From an optimization exercise on the open Yosys and OpenROAD flow, aimed at small area; shortcuts taken in it are not production practice. Only simulation tests tie the RTL to the original design; equivalence was not proved. Power is estimated from default activity; no workload was simulated.

## processor
module processor (
    input  logic        clock,
    input  logic        rst_n,
    output logic [31:0] address_imem,
    input  logic [31:0] q_imem,
    output logic [31:0] address_dmem,
    output logic [31:0] data,
    output logic        wren,
    input  logic [31:0] q_dmem,
    output logic        ctrl_writeEnable,
    output logic [4:0]  ctrl_writeReg,
    output logic [4:0]  ctrl_readRegA,
    output logic [4:0]  ctrl_readRegB,
    output logic [31:0] data_writeReg,
    input  logic [31:0] data_readRegA,
    input  logic [31:0] data_readRegB
);
Size in the first run: ~910 cells after synthesis, about 110 flip-flops, ~280 I/O pins, roughly 7700 sq um of cells after synthesis.
export LEC_CHECK = 0
export CAP_MARGIN = 0
export CORE_MARGIN = 2
export CORE_UTILIZATION = 70
export CTS_BUF_LIST = sky130_fd_sc_hd__clkbuf_8
export PLACE_DENSITY = 0.8
export SLEW_MARGIN = 0
create_clock -name core_clock -period 10.0 [get_ports {clock}]
standard.sh (not shown) runs the stock make flow with config.mk's settings and CLKGATE_MAP_FILE= SYNTH_SCRIPT=/design/flow/synth_recipe.tcl, a recipe that flattens the netlist after the stock synthesis.
==> flow/flow/run.sh <==
#!/bin/bash
# Standard ORFS layout with three changes: ABC maps the logic with flow/area.abc,
# the port buffers use the smallest buffer cell, and clock tree synthesis adds
# no dummy loads. Each tool's output goes to a log file in this folder.
set -euo pipefail
here=$(pwd)
# the standard synthesis script, with abc's -script replaced
cat > "$here/synth_area.tcl" <<EOF
proc abc {args} {
    set i [lsearch -exact \$args -script]
    if {\$i >= 0} {
        lset args [expr {\$i + 1}] {$here/flow/area.abc}
    }
    yosys abc {*}\$args
}
source {$here/synth_recipe.tcl}
EOF
export BUFFER_PORTS_ARGS="-buffer_cell sky130_fd_sc_hd__buf_1"
export CTS_ARGS="-sink_clustering_enable -repair_clock_nets -buf_list sky130_fd_sc_hd__clkbuf_8 -dont_use_dummy_load"
bash standard.sh "SYNTH_SCRIPT=$here/synth_area.tcl" synth > synth.log 2>&1
bash standard.sh "BUFFER_PORTS_ARGS=$BUFFER_PORTS_ARGS" "CTS_ARGS=$CTS_ARGS" finish > layout.log 2>&1
==> flow/flow/area.abc <==
strash
&get -n
&st
&dch -f
&nf -R 1000
&put
strash
&get -n
&st
&dch -f
&nf -R 1000
&put
topo
==> next run, changes <==
--- a/flow/design.v
+++ b/flow/design.v
@@ -128,76 +128,76 @@
     end
     logic [31:0] immx;    
     assign immx = {{5{use_tgt ? q_imem[26] : q_imem[16]}},
                    use_tgt ? q_imem[26:17] : {10{q_imem[16]}}, q_imem[16:0]};
     logic [31:0] port;
     assign port = data_readRegA;
     logic [31:0] op1, op2;
     assign op1 = ({32{use_pc}} & pc) | ({32{use_y}} & y);
     assign op2 = ({32{use_port}} & port) | ({32{use_nport}} & ~port)
                | ({32{use_imm || use_tgt}} & immx);
-    logic [31:0] pp, gg, sum;
+    logic [31:0] pp, gg, sum, pg_g, pg_p;
     logic [32:0] cc;
-    logic [7:0]  grp_g, grp_p;
-    logic [8:0]  grp_c;
     assign pp = op1 ^ op2;
     assign gg = op1 & op2;
     always_comb begin
-        for (int k = 0; k < 8; k++) begin
-            grp_g[k] = gg[4*k+3] | (pp[4*k+3] & (gg[4*k+2] | (pp[4*k+2] & (gg[4*k+1] | (pp[4*k+1] & gg[4*k])))));
-            grp_p[k] = &pp[4*k +: 4];
-        end
-        grp_c[0] = cin;
-        for (int k = 0; k < 8; k++) grp_c[k+1] = grp_g[k] | (grp_p[k] & grp_c[k]);
-        for (int k = 0; k < 8; k++) begin
-            cc[4*k] = grp_c[k];
-            for (int j = 0; j < 3; j++) cc[4*k+j+1] = gg[4*k+j] | (pp[4*k+j] & cc[4*k+j]);
-        end
-        cc[32] = grp_c[8];
+        pg_g = gg;
+        pg_p = pp;
+        for (int l = 1; l < 32; l = l * 2)
+            for (int i = 2*l-1; i < 32; i += 2*l) begin
+                pg_g[i] = pg_g[i] | (pg_p[i] & pg_g[i-l]);
+                pg_p[i] = pg_p[i] & pg_p[i-l];
+            end
+        for (int l = 8; l >= 1; l = l / 2)
+            for (int i = 3*l-1; i < 32; i += 2*l) begin
+                pg_g[i] = pg_g[i] | (pg_p[i] & pg_g[i-l]);
+                pg_p[i] = pg_p[i] & pg_p[i-l];
+            end
+        cc[0] = cin;
+        for (int i = 0; i < 32; i++) cc[i+1] = pg_g[i] | (pg_p[i] & cin);
     end
     assign sum = pp ^ cc[31:0];
     logic eq, lt, taken;
     assign eq    = &pp;                                      
     assign lt    = (y[31] ^ port[31]) ? y[31] : sum[31];     
     assign taken = (is_bne && !eq) || (is_blt && !lt && !eq);
     logic        is_sll, is_sra, is_shift;
     logic [4:0]  rot;
-    logic [31:0] rotl, keepv, fillv;
+    logic [31:0] rotl, sh_out;
     logic [3:0]  low_ok;      
     logic [7:0]  nib_ok;      
     logic        fill;
     assign is_sll   = is_r && (fn == 5'd4);
     assign is_sra   = is_r && (fn == 5'd5);
     assign is_shift = is_sll || is_sra;
     assign rot      = is_sra ? (5'd0 - sh) : sh;
     assign fill     = is_sra && y[31];
     always_comb begin
         logic [63:0] dbl;
         dbl  = {y, y} << rot[1:0];
         rotl = dbl[63:32];
         for (int i = 0; i < 4; i++) low_ok[i] = (2'(i) >= rot[1:0]);
         for (int n = 0; n < 8; n++) nib_ok[n] = (n + int'(rot[4:2])) < 8;
         for (int i = 0; i < 32; i++) begin
             logic keep;
             keep = nib_ok[i/4] && (i >= 4 || low_ok[i]);
             if (is_sra) keep = !keep || (sh == 5'd0);
-            keepv[i] = keep && is_shift;
-            fillv[i] = !keep && is_shift && fill;
+            sh_out[i] = keep ? rotl[i] : fill;
         end
     end
     logic en_sum, en_and, en_or;
     assign en_sum = !is_r || (fn == 5'd0) || is_sub;
     assign en_and = is_r && (fn == 5'd2);
     assign en_or  = is_r && (fn == 5'd3);
     logic [31:0] alu;
     assign alu = ({32{en_sum}} & sum) | ({32{en_and}} & y & port) | ({32{en_or}} & (y | port))
-               | (keepv & rotl) | fillv;
+               | ({32{is_shift}} & sh_out);
     logic writes;
     assign writes = (is_r || is_addi || is_lw || is_jal) && ((rd != 5'd0) || is_jal);
     logic [2:0] after_e2, after_r16;
     always_comb begin
         case (rot[3:2])
             2'd0:    after_r16 = S_P;
             2'd1:    after_r16 = S_R1;
             2'd2:    after_r16 = S_R2;
             default: after_r16 = S_R3;
         endcase
=>
- The new run produced a clean layout
- first-iteration DRC count drops by 30%
- non-clock buffer count goes down by 14
- via count goes down by 6.3%
- hold slack gets worse by 0.027 ns
- design area shrinks by 2.6%
- utilization drops by 1.5 points
- power shrinks by 3.2%
- clock power went down by about 2%
- synthesized area came out lower by 1.4%

[separate check: timing with driven ports]
Ports are ideal in the flow. The routed layouts listed here were re-timed in OpenROAD.
Step 1: set_driving_cell puts a clkbuf_16 on clock and a buf_2 on each other input, an assumption about the parent block.
Step 2 moves the port delays by t, midway between the first and last clock arrival at a register: inputs arrive t later, outputs are due t later. That takes back most of the time a late clock gives input paths.
Three values: no drivers, after step 1, after step 2; two values: the first two.
run	t (ns)	slack for setup (ns)	pins driven straight from the clock port
the first run	0.425	0.346 / 0.359 / -0.066	1
the second run	0.417	1.829 / 1.841 / 1.424	1
Met with ideal ports but missed after step 2: setup timing in the first run. The setup slack of the first run, which loses most, moves by +0.013 ns with the drivers and by -0.412 ns with both steps.
